This is an optimization exercise on Yosys and OpenROAD, whose aim is a short achievable clock period and few clock cycles, not a production implementation.
Only simulation tests tie the RTL to the original design; equivalence was not proved.
Power figures rest on the tool's default switching activity, not on a simulated workload.

===== run.sh =====
#!/bin/bash
# synth_recipe.tcl (not shown) runs the flow's synth.tcl, then flattens the netlist and writes it again
# the make line also repeats each setting of config.mk as NAME=value (left out here)
make -C /OpenROAD-flow-scripts/flow DESIGN_CONFIG=/design/flow/config.mk WORK_HOME=/design/flow/orfs CLKGATE_MAP_FILE= SYNTH_SCRIPT=/design/flow/synth_recipe.tcl finish

===== config.mk =====
export PLATFORM = sky130hd
export DESIGN_NAME = dcache_top
export DESIGN_NICKNAME = dcache_top
export VERILOG_FILES = /design/flow/design.v
export SDC_FILE = /design/flow/constraint.sdc
export NUM_CORES = 4
export LEC_CHECK = 0
export CAP_MARGIN = 20
export CORE_MARGIN = 2
export CORE_UTILIZATION = 40
export SLEW_MARGIN = 20

===== constraint.sdc =====
create_clock -name core_clock -period 7.2 [get_ports {CLK}]
set_input_delay 1.4400 -clock core_clock [delete_from_list [all_inputs] [get_ports {CLK}]]
set_output_delay 1.4400 -clock core_clock [all_outputs]
set_load 0.01 [all_outputs]

===== design.v =====
package dcache_pkg;
  typedef logic [32-1:0]  word_t;
  typedef logic [26-1:0]   tag_t;
  typedef logic [3-1:0] index_t;
  typedef logic                       way_t;
  typedef logic                       blk_t;
  typedef struct packed {
    logic           valid;
    logic           dirty;
    tag_t           tag;
    word_t [1:0]    data;
  } dcache_frame_t;
  typedef struct packed {
    logic  ren;
    logic  wen;
    word_t addr;
    word_t store;
  } cpu_req_t;
  typedef struct packed {
    logic  ren;
    logic  wen;
    word_t addr;
    word_t store;
  } mem_req_t;
  typedef struct packed {
    logic   en;
    way_t   way;
    index_t index;
    blk_t   wsel;
    word_t  wdata;
    logic   set_valid;
    logic   set_dirty;
    logic   clr_dirty;
    tag_t   tag;
    logic   lru_we;
    way_t   lru;
  } frame_upd_t;
  typedef enum logic [3:0] {
    idle,
    wb0,
    wb1,
    fetch0,
    fetch1,
    flush_scan,
    flush0,
    flush1,
    halted
  } cache_state_t;
endpackage
`timescale 1ns/1ns
module dcache_frames (
  input  logic                      CLK,
  input  logic                      nRST,
  input  dcache_pkg::index_t        cpu_index,
  input  dcache_pkg::index_t        flush_index,
  input  dcache_pkg::frame_upd_t    upd,
  output dcache_pkg::dcache_frame_t cpu_frame0,
  output dcache_pkg::dcache_frame_t cpu_frame1,
  output dcache_pkg::way_t          cpu_lru,
  output dcache_pkg::dcache_frame_t flush_frame0,
  output dcache_pkg::dcache_frame_t flush_frame1
);
  localparam int FRAME_W = 2 + 26 + 2*32;
  logic [2*8*FRAME_W-1:0] frames;
  logic [8-1:0] lru_bits;
  genvar g;
  generate
    for (g = 0; g < 2*8; g++)
    begin : g_frame
      logic sel;
      assign sel = ({upd.way, upd.index} == g);
      logic                  valid_q;
      logic                  dirty_q;
      dcache_pkg::tag_t      tag_q;
      dcache_pkg::word_t     data0_q;
      dcache_pkg::word_t     data1_q;
      always_ff @(posedge CLK or negedge nRST)
      begin
        if (!nRST)
        begin
          valid_q <= 1'b0;
          dirty_q <= 1'b0;
          tag_q   <= '0;
          data0_q <= '0;
          data1_q <= '0;
        end
        else if (sel)
        begin
          if (upd.en && !upd.wsel)
          begin
            data0_q <= upd.wdata;
          end
          if (upd.en && upd.wsel)
          begin
            data1_q <= upd.wdata;
          end
          if (upd.set_valid)
          begin
            valid_q <= 1'b1;
            tag_q   <= upd.tag;
          end
          if (upd.set_dirty)
          begin
            dirty_q <= 1'b1;
          end
          else if (upd.clr_dirty)
          begin
            dirty_q <= 1'b0;
          end
        end
      end
      assign frames[g*FRAME_W +: FRAME_W] = {valid_q, dirty_q, tag_q, data1_q, data0_q};
    end
  endgenerate
  always_ff @(posedge CLK or negedge nRST)
  begin
    if (!nRST)
    begin
      lru_bits <= '0;
    end
    else if (upd.lru_we)
    begin
      lru_bits[upd.index] <= upd.lru;
    end
  end
  assign cpu_frame0 = frames[{1'b0, cpu_index}*FRAME_W +: FRAME_W];
  assign cpu_frame1 = frames[{1'b1, cpu_index}*FRAME_W +: FRAME_W];
  assign cpu_lru    = lru_bits[cpu_index];
  assign flush_frame0 = frames[{1'b0, flush_index}*FRAME_W +: FRAME_W];
  assign flush_frame1 = frames[{1'b1, flush_index}*FRAME_W +: FRAME_W];
endmodule
`timescale 1ns/1ns
module dcache_lookup (
  input  dcache_pkg::cpu_req_t      req,
  input  dcache_pkg::dcache_frame_t frame0,
  input  dcache_pkg::dcache_frame_t frame1,
  input  dcache_pkg::way_t          lru,
  output logic                      hit,
  output dcache_pkg::way_t          hit_way,
  output dcache_pkg::way_t          victim_way,
  output logic                      victim_dirty,
  output dcache_pkg::word_t         load
);
  dcache_pkg::tag_t req_tag;
  dcache_pkg::blk_t req_blk;
  logic             hit0;
  logic             hit1;
  assign req_tag = req.addr[32-1 -: 26];
  assign req_blk = req.addr[2];
  assign hit0 = frame0.valid && (frame0.tag == req_tag);
  assign hit1 = frame1.valid && (frame1.tag == req_tag);
  assign hit     = hit0 | hit1;
  assign hit_way = hit1;
  always_comb
  begin
    if (hit1)
    begin
      load = frame1.data[req_blk];
    end
    else
    begin
      load = frame0.data[req_blk];
    end
  end
  assign victim_way   = lru;
  assign victim_dirty = lru ? frame1.dirty : frame0.dirty;
endmodule
`timescale 1ns/1ns
module dcache_ctrl (
  input  logic                      CLK,
  input  logic                      nRST,
  input  dcache_pkg::cpu_req_t      req,
  input  logic                      halt,
  input  logic                      hit,
  input  dcache_pkg::way_t          hit_way,
  input  dcache_pkg::way_t          victim_way,
  input  logic                      victim_dirty,
  input  dcache_pkg::dcache_frame_t cpu_frame0,
  input  dcache_pkg::dcache_frame_t cpu_frame1,
  input  dcache_pkg::dcache_frame_t flush_frame0,
  input  dcache_pkg::dcache_frame_t flush_frame1,
  input  dcache_pkg::word_t         mem_load,
  input  logic                      dwait,
  output dcache_pkg::frame_upd_t    upd,
  output dcache_pkg::index_t        flush_index,
  output dcache_pkg::mem_req_t      mem,
  output logic                      dhit,
  output logic                      flushed
);
  dcache_pkg::cache_state_t  state;
  dcache_pkg::cache_state_t  next_state;
  dcache_pkg::way_t          fill_way;
  dcache_pkg::way_t          next_fill_way;
  dcache_pkg::way_t          flush_way;
  dcache_pkg::way_t          next_flush_way;
  dcache_pkg::index_t        next_flush_index;
  dcache_pkg::tag_t          req_tag;
  dcache_pkg::index_t        req_index;
  dcache_pkg::blk_t          req_blk;
  dcache_pkg::dcache_frame_t victim_frame;
  dcache_pkg::dcache_frame_t flush_frame;
  logic                      access;
  assign req_tag   = req.addr[32-1 -: 26];
  assign req_index = req.addr[2+1 +: 3];
  assign req_blk   = req.addr[2];
  assign access    = req.ren | req.wen;
  assign victim_frame = fill_way ? cpu_frame1 : cpu_frame0;
  assign flush_frame  = flush_way ? flush_frame1 : flush_frame0;
  always_ff @(posedge CLK or negedge nRST)
  begin
    if (!nRST)
    begin
      state       <= dcache_pkg::idle;
      fill_way    <= '0;
      flush_way   <= '0;
      flush_index <= '0;
    end
    else
    begin
      state       <= next_state;
      fill_way    <= next_fill_way;
      flush_way   <= next_flush_way;
      flush_index <= next_flush_index;
    end
  end
  always_comb
  begin
    next_state       = state;
    next_fill_way    = fill_way;
    next_flush_way   = flush_way;
    next_flush_index = flush_index;
    upd              = '0;
    mem              = '0;
    dhit             = 1'b0;
    case (state)
      dcache_pkg::idle:
      begin
        if (halt)
        begin
          next_state       = dcache_pkg::flush_scan;
          next_flush_index = '0;
        end
        else if (access && hit)
        begin
          dhit       = 1'b1;
          upd.way    = hit_way;
          upd.index  = req_index;
          upd.lru_we = 1'b1;
          upd.lru    = ~hit_way;
          if (req.wen)
          begin
            upd.en        = 1'b1;
            upd.wsel      = req_blk;
            upd.wdata     = req.store;
            upd.set_valid = 1'b1;
            upd.set_dirty = 1'b1;
            upd.tag       = req_tag;
          end
        end
        else if (access)
        begin
          next_fill_way = victim_way;
          next_state    = victim_dirty ? dcache_pkg::wb0 : dcache_pkg::fetch0;
        end
      end
      dcache_pkg::wb0,
      dcache_pkg::wb1:
      begin
        mem.wen   = 1'b1;
        mem.addr  = {victim_frame.tag, req_index, state == dcache_pkg::wb1,
                     {2{1'b0}}};
        mem.store = victim_frame.data[state == dcache_pkg::wb1];
        if (!dwait)
        begin
          next_state = (state == dcache_pkg::wb0) ? dcache_pkg::wb1 : dcache_pkg::fetch0;
        end
      end
      dcache_pkg::fetch0,
      dcache_pkg::fetch1:
      begin
        mem.ren   = 1'b1;
        mem.addr  = {req_tag, req_index, state == dcache_pkg::fetch1,
                     {2{1'b0}}};
        upd.way   = fill_way;
        upd.index = req_index;
        upd.wsel  = (state == dcache_pkg::fetch1);
        upd.wdata = mem_load;
        upd.tag   = req_tag;
        if (!dwait)
        begin
          upd.en = 1'b1;
          if (state == dcache_pkg::fetch1)
          begin
            upd.set_valid = 1'b1;
            upd.clr_dirty = 1'b1;
            next_state    = dcache_pkg::idle;
          end
          else
          begin
            next_state = dcache_pkg::fetch1;
          end
        end
      end
      dcache_pkg::flush_scan:
      begin
        if (flush_frame0.dirty)
        begin
          next_flush_way = 1'b0;
          next_state     = dcache_pkg::flush0;
        end
        else if (flush_frame1.dirty)
        begin
          next_flush_way = 1'b1;
          next_state     = dcache_pkg::flush0;
        end
        else if (flush_index == dcache_pkg::index_t'(8 - 1))
        begin
          next_state = dcache_pkg::halted;
        end
        else
        begin
          next_flush_index = flush_index + 1'b1;
        end
      end
      dcache_pkg::flush0,
      dcache_pkg::flush1:
      begin
        mem.wen   = 1'b1;
        mem.addr  = {flush_frame.tag, flush_index, state == dcache_pkg::flush1,
                     {2{1'b0}}};
        mem.store = flush_frame.data[state == dcache_pkg::flush1];
        upd.way   = flush_way;
        upd.index = flush_index;
        if (!dwait)
        begin
          if (state == dcache_pkg::flush1)
          begin
            upd.clr_dirty = 1'b1;
            next_state    = dcache_pkg::flush_scan;
          end
          else
          begin
            next_state = dcache_pkg::flush1;
          end
        end
      end
      dcache_pkg::halted:
      begin
        next_state = dcache_pkg::halted;
      end
      default:
      begin
        next_state = dcache_pkg::idle;
      end
    endcase
  end
  assign flushed = (state == dcache_pkg::halted);
endmodule
`timescale 1ns/1ns
module dcache_top (
  input  logic                      CLK,
  input  logic                      nRST,
  input  logic                      cpu_ren,
  input  logic                      cpu_wen,
  input  logic [32-1:0] cpu_addr,
  input  logic [32-1:0] cpu_store,
  input  logic                      halt,
  output logic                      dhit,
  output logic [32-1:0] dload,
  output logic                      flushed,
  output logic                      mem_ren,
  output logic                      mem_wen,
  output logic [32-1:0] mem_addr,
  output logic [32-1:0] mem_store,
  input  logic [32-1:0] mem_load,
  input  logic                      dwait
);
  dcache_pkg::cpu_req_t      cpu_req;
  dcache_pkg::mem_req_t      mem;
  assign cpu_req.ren   = cpu_ren;
  assign cpu_req.wen   = cpu_wen;
  assign cpu_req.addr  = cpu_addr;
  assign cpu_req.store = cpu_store;
  assign mem_ren       = mem.ren;
  assign mem_wen       = mem.wen;
  assign mem_addr      = mem.addr;
  assign mem_store     = mem.store;
  dcache_pkg::frame_upd_t    upd;
  dcache_pkg::index_t        flush_index;
  dcache_pkg::dcache_frame_t cpu_frame0;
  dcache_pkg::dcache_frame_t cpu_frame1;
  dcache_pkg::dcache_frame_t flush_frame0;
  dcache_pkg::dcache_frame_t flush_frame1;
  dcache_pkg::way_t          cpu_lru;
  logic                      hit;
  dcache_pkg::way_t          hit_way;
  dcache_pkg::way_t          victim_way;
  logic                      victim_dirty;
  dcache_frames u_frames (
    .CLK          (CLK),
    .nRST         (nRST),
    .cpu_index    (cpu_req.addr[2+1 +: 3]),
    .flush_index  (flush_index),
    .upd          (upd),
    .cpu_frame0   (cpu_frame0),
    .cpu_frame1   (cpu_frame1),
    .cpu_lru      (cpu_lru),
    .flush_frame0 (flush_frame0),
    .flush_frame1 (flush_frame1)
  );
  dcache_lookup u_lookup (
    .req          (cpu_req),
    .frame0       (cpu_frame0),
    .frame1       (cpu_frame1),
    .lru          (cpu_lru),
    .hit          (hit),
    .hit_way      (hit_way),
    .victim_way   (victim_way),
    .victim_dirty (victim_dirty),
    .load         (dload)
  );
  dcache_ctrl u_ctrl (
    .CLK          (CLK),
    .nRST         (nRST),
    .req          (cpu_req),
    .halt         (halt),
    .hit          (hit),
    .hit_way      (hit_way),
    .victim_way   (victim_way),
    .victim_dirty (victim_dirty),
    .cpu_frame0   (cpu_frame0),
    .cpu_frame1   (cpu_frame1),
    .flush_frame0 (flush_frame0),
    .flush_frame1 (flush_frame1),
    .mem_load     (mem_load),
    .dwait        (dwait),
    .upd          (upd),
    .flush_index  (flush_index),
    .mem          (mem),
    .dhit         (dhit),
    .flushed      (flushed)
  );
endmodule

==> impl_metrics.prom <==
# TYPE chip_impl_metric gauge
chip_impl_info{name="status",value="no timing/DRC/antenna violations"} 1
chip_impl_info{name="worst_r2r_endpoint",value="u_frames.g_frame[2].data0_q[0]$_DFFE_PN0P_"} 1
chip_impl_info{name="synth.largest_area_cell",value="dfrtp_1"} 1
chip_impl_metric{name="number_of_antenna_violations_at_the_first_check_in_global_routing",unit=""} 5
chip_impl_metric{name="p_per_area",unit="nW/um2"} 286
chip_impl_metric{name="yosys_warnings",unit=""} 3
chip_impl_info{name="dominantRegCellSynth",value="dfrtp_1"} 1
chip_impl_info{name="crit_start",value="cpu_addr[4]"} 1
chip_impl_info{name="reg_to_reg_critical_path_startpoint",value="u_frames.g_frame[8].tag_q[18]$_DFFE_PN0P_"} 1
chip_impl_metric{name="clock_pin_slew_reported_for_the_worst_setup_and_hold_paths_after_clock_tree_synthesis",unit="ns"} 0.06
chip_impl_metric{name="worst_clock_skew",unit="ns"} 0.0396
chip_impl_metric{name="synth.cell_area",unit="um2"} 82800
chip_impl_info{name="critical_path.endpoint",value="dload[30]"} 1
chip_impl_metric{name="dieWidth",unit="um"} 459
chip_impl_metric{name="final_min_period_over_clock_period",unit=""} 0.971
chip_impl_metric{name="clock_insertion_delay_worst_skew",unit="ns"} 0.82
chip_impl_metric{name="syn2layout_area_growth",unit="%"} 14.3
chip_impl_metric{name="via_count_of_the_first_global_routing_pass",unit=""} 56300
chip_impl_info{name="global_route.peak_usage_layer",value="met2"} 1
chip_impl_metric{name="worst_case_headroom_to_the_max_slew_limit",unit=""} 0.223
chip_impl_metric{name="finish.net_count",unit=""} 5881
chip_impl_metric{name="synth.top_cell.area_share",unit=""} 0.450
chip_impl_metric{name="worst_pin_slew",unit="ns"} 1.17
chip_impl_metric{name="place_worst_setup_slack",unit="ns"} 0.254
chip_impl_metric{name="ant_nets",unit=""} 0
chip_impl_metric{name="multi_input_area",unit="um2"} 43100
chip_impl_metric{name="use_met2",unit=""} 0.404
chip_impl_metric{name="grt_pass1_wl",unit="um"} 393000
chip_impl_metric{name="post_detail_place_hpwl",unit="um"} 154000
chip_impl_metric{name="util_after_layout",unit=""} 0.459
chip_impl_metric{name="fillers",unit=""} 18200
chip_impl_info{name="holdCritPathClass",value="reg2reg"} 1
chip_impl_metric{name="core-area",unit="um2"} 206000
chip_impl_metric{name="place_congestion",unit=""} 0.851
chip_impl_metric{name="proportion_of_layout_cells_with_a_drive_suffix_above_1",unit=""} 0.470
chip_impl_metric{name="worst-path-max-fanout",unit=""} 38
chip_impl_metric{name="remaining_drc_errors",unit=""} 0
chip_impl_metric{name="cts_made_buffers",unit=""} 167
chip_impl_metric{name="totalWireLength",unit="um"} 266000
chip_impl_metric{name="grt_remaining_overflow",unit=""} 0
chip_impl_metric{name="clock_tree.htree_level_count",unit=""} 4
chip_impl_info{name="endpoint_kind",value="output pin"} 1
chip_impl_info{name="synth.cells.most_frequent",value="1489 x dfrtp_1, 1374 x mux2_2, 775 x mux4_2, 376 x nand2_1, 362 x clkbuf_1"} 1
chip_impl_metric{name="clockBufferDepth",unit=""} 3
chip_impl_metric{name="min_period",unit="ns"} 6.99
chip_impl_metric{name="library_cells_used_by_synthesis",unit=""} 68
chip_impl_metric{name="required",unit="ns"} 5.76
chip_impl_metric{name="portBuffers",unit=""} 197
chip_impl_metric{name="number_of_enable_flip_flop_cells_after_synthesis",unit=""} 0
chip_impl_metric{name="fp.dieArea",unit="um2"} 211000
chip_impl_info{name="synth_area_leaders",value="dfrtp_1 45%, mux4_2 21%, mux2_2 19%, mux2_1 2.2%, mux2i_1 2.2%"} 1
chip_impl_metric{name="worst_ep_arrival_time",unit="ns"} 5.55
chip_impl_metric{name="postCtsHoldBufs",unit=""} 0
chip_impl_metric{name="grt_max_degree",unit=""} 171
chip_impl_metric{name="max_stage_delay",unit="ns"} 0.64
chip_impl_metric{name="vdd_ir_drop_max",unit="V"} 0.000323
chip_impl_metric{name="gr-usage-met3",unit=""} 0.0454
chip_impl_metric{name="worst_slack",unit="ns"} 0.207
chip_impl_metric{name="seq_area_frac_synth",unit=""} 0.450
chip_impl_metric{name="pin_count",unit=""} 202
chip_impl_metric{name="initial_util",unit=""} 0.401
chip_impl_info{name="chain_of_cells_forming_the_critical_path",value="buf_8, buf_4, mux2i_1, mux4_2, xor2_1, o2111ai_1, nor4_1, nand4_1, buf_12, mux4_2, clkdlybuf4s50_1"} 1
chip_impl_metric{name="ys_ff_latch",unit=""} 1489
chip_impl_metric{name="fin_tns_setup",unit="ns"} 0
chip_impl_metric{name="drtIter0Drc",unit=""} 5159
chip_impl_metric{name="max_clock_freq",unit="MHz"} 143
chip_impl_metric{name="postCtsSetupBuffers",unit=""} 0
chip_impl_metric{name="cellLeakagePower",unit="uW"} 0.0430
chip_impl_metric{name="ff_latch_area",unit="um2"} 37300
chip_impl_info{name="most_repeated_cell_in_the_gate_level_netlist_after_synthesis",value="dfrtp_1"} 1
chip_impl_metric{name="cts_resized",unit=""} 0
chip_impl_metric{name="max-cap-violations",unit=""} 0
chip_impl_info{name="clock_root_buffer",value="clkbuf_16"} 1
chip_impl_info{name="cp-start-kind",value="input port"} 1
chip_impl_metric{name="detailedRoute.firstPassIterationCount",unit=""} 8
chip_impl_metric{name="global_route.usage.met1",unit=""} 0.348
chip_impl_metric{name="fp-row-count",unit=""} 167
chip_impl_metric{name="route.detailed.vias_per_inst",unit=""} 6.34
chip_impl_metric{name="detailroute.via_count",unit=""} 54600
chip_impl_metric{name="synth_async_sr_flop_share",unit=""} 1.00
chip_impl_metric{name="routed_wire_length_per_instance",unit="um"} 30.9
chip_impl_metric{name="global_route_usage_over_all_layers",unit=""} 0.252
chip_impl_info{name="tritoncts_clock_tree",value="yes"} 1
chip_impl_info{name="rsz0062_at_grt",value="false"} 1
chip_impl_metric{name="postSynthCellCount",unit=""} 5714
chip_impl_metric{name="rr_worst_depth",unit=""} 14
chip_impl_metric{name="clock-sinks",unit=""} 1489
chip_impl_metric{name="setup.reg_to_reg.worst_slack",unit="ns"} 2.04
chip_impl_metric{name="timing_hold_violations_final",unit=""} 0
chip_impl_metric{name="post_synth.cell_area_avg",unit="um2"} 14.5
chip_impl_info{name="cpMostUsedCell",value="mux4_2"} 1
chip_impl_info{name="timing_worst_setup_path_type",value="in2out"} 1
chip_impl_metric{name="floorplan.die.height",unit="um"} 459
chip_impl_metric{name="finalSetupViolCount",unit=""} 0
chip_impl_metric{name="final_max_slew_viol_count",unit=""} 0
chip_impl_info{name="crit_path_top_delay_cell",value="mux4_2"} 1
cells in the final DEF (no fill, tap or decap), types with 8 or more instances in the layout:
cell / count
nor4_4: 12
a22o_1: 39
a22oi_1: 13
or2_2: 17
a211oi_1: 33
or3_1: 11
a311o_1: 32
nand2_1: 374
o21ai_0: 77
clkbuf_8: 35
clkinv_2: 27
xor2_1: 17
o31ai_1: 20
clkdlybuf4s50_1: 192
mux2_2: 1374
clkbuf_16: 173
buf_4: 200
and4_4: 14
nor2_1: 69
mux2i_1: 180
inv_1: 47
bufinv_16: 14
buf_12: 77
o41ai_1: 9
mux2_1: 163
clkbuf_1: 37
nand4_1: 23
o21a_1: 15
o22ai_1: 72
dfrtp_1: 1484
mux4_2: 775
nand3_1: 22
xnor2_1: 8
nor2b_1: 30
nor4_1: 17
a21oi_1: 37
nor3_1: 32
power breakdown:
group / total (uW) / switching, uW / internal (uW)
sequential: 10200 / 833 / 9320
clock: 8900 / 3650 / 5260
combinational: 8030 / 4420 / 3610
layer usage:
| layer | part of all wire | up-vias | routed length (um) |
|---|---|---|---|
| met5 | 0.000083 | - | 22 |
| met4 | 0.034 | 4 | 9020 |
| met3 | 0.071 | 504 | 18900 |
| met2 | 0.47 | 2215 | 126000 |
| met1 | 0.42 | 29700 | 112000 |
| li1 | - | 22100 | - |
sequential cells by signal, indices dropped and copies added (netlist names):
signal                    cells
u_frames.g_frame.data0_q    512
u_frames.g_frame.data1_q    512
u_frames.g_frame.tag_q      416
u_frames.g_frame.dirty_q     16
u_frames.g_frame.valid_q     16
u_frames.lru_bits             8
u_ctrl.state                  4
u_ctrl.flush_index            3
u_ctrl.fill_way               1
u_ctrl.flush_way              1
how the worst min path moves through the flow:
stage	start	end	slack (ns)	depth (start not counted)
floorplan	u_frames.g_frame[3].valid_q$_DFFE_PN0P_	u_frames.g_frame[3].valid_q$_DFFE_PN0P_	0.43	1
global placement	u_frames.g_frame[10].valid_q$_DFFE_PN0P_	u_frames.g_frame[10].valid_q$_DFFE_PN0P_	0.45	1
detailed placement	u_frames.g_frame[3].valid_q$_DFFE_PN0P_	u_frames.g_frame[3].valid_q$_DFFE_PN0P_	0.45	1
CTS	u_frames.g_frame[3].valid_q$_DFFE_PN0P_	u_frames.g_frame[3].valid_q$_DFFE_PN0P_	0.46	1
global route	u_frames.g_frame[2].valid_q$_DFFE_PN0P_	u_frames.g_frame[2].valid_q$_DFFE_PN0P_	0.48	1
finish	u_frames.g_frame[8].valid_q$_DFFE_PN0P_	u_frames.g_frame[8].valid_q$_DFFE_PN0P_	0.47	1
through the flow:
| stage | instances | total power, uW | hold slack, ns | instance area, um2 |
|---|---|---|---|---|
| after global placement | 8310 | 18100 | 0.445 | 89100 |
| after global routing | 8610 | 28200 | 0.480 | 94700 |
| after floorplan | 5715 | 15000 | 0.429 | 82800 |
| after CTS | 8609 | 27200 | 0.465 | 94700 |
| final | 8610 | 27100 | 0.468 | 94700 |
| after detailed placement | 8310 | 18300 | 0.450 | 89100 |
final cells by class:
| cell class | count | share of cell area |
|---|---|---|
| multi-input combinational | 3591 | 0.455 |
| clock inverter | 54 | 0.00748 |
| antenna | 1 | 0.0000264 |
| sequential | 1489 | 0.394 |
| tap | 2704 | 0.0357 |
| inverter | 52 | 0.00222 |
| timing repair buffer | 474 | 0.0532 |
| clock buffer | 245 | 0.0523 |
kinds of logic after synthesis:
logic type | count (synthesis) | share of synthesized area
and+or+nand+nor | 675 | 0.0406
other | 1 | 0.0000453
buffers and inverters | 635 | 0.0317
xor gates and xnor gates | 25 | 0.00264
AOI/OAI and AO/OA | 393 | 0.0333
muxes | 2492 | 0.441
adders and majority gates | 4 | 0.000604
DFF | 1489 | 0.450
critical path: cells and delay by family:
| family | cells | cell delay, ns |
|---|---|---|
| buffers and inverters | 4 | 1.52 |
| multiplexers | 3 | 1.28 |
| AND/OR/NAND/NOR | 2 | 0.69 |
| XOR/XNOR | 1 | 0.32 |
| AO/OA/AOI/OAI | 1 | 0.17 |
Testbench counts, summed over its fixed seeds: cycles 60,295.

re-timing with driven ports:
In the flow no input, the clock included, has a driving cell. The finished layout below was timed again as built, in two steps.
Step 1 sets driving cells, clkbuf_16 on the clock port and buf_2 on the other inputs (assumed; they add their load-dependent delay and slew).
Step 2 adds t to the input delays and takes it off the output delays; t is the mean of the earliest and latest rising clock arrival at the registers after step 1. Input paths then give back, and output paths get back, about the clock's delay inside the block.
a / b / c = no drivers / after step 1 / after step 2; a / b = the first two.
t, ns: 0.898
slack for setup (ns): 0.207 / 0.154 / 0.154
hold WS [ns]: 0.468 / 0.468 / 0.468
worst setup path at the end: input to output
After both steps this run still meets setup and hold. For this run, drivers alone change the setup slack by -0.053 ns; drivers and shift together by -0.053 ns.
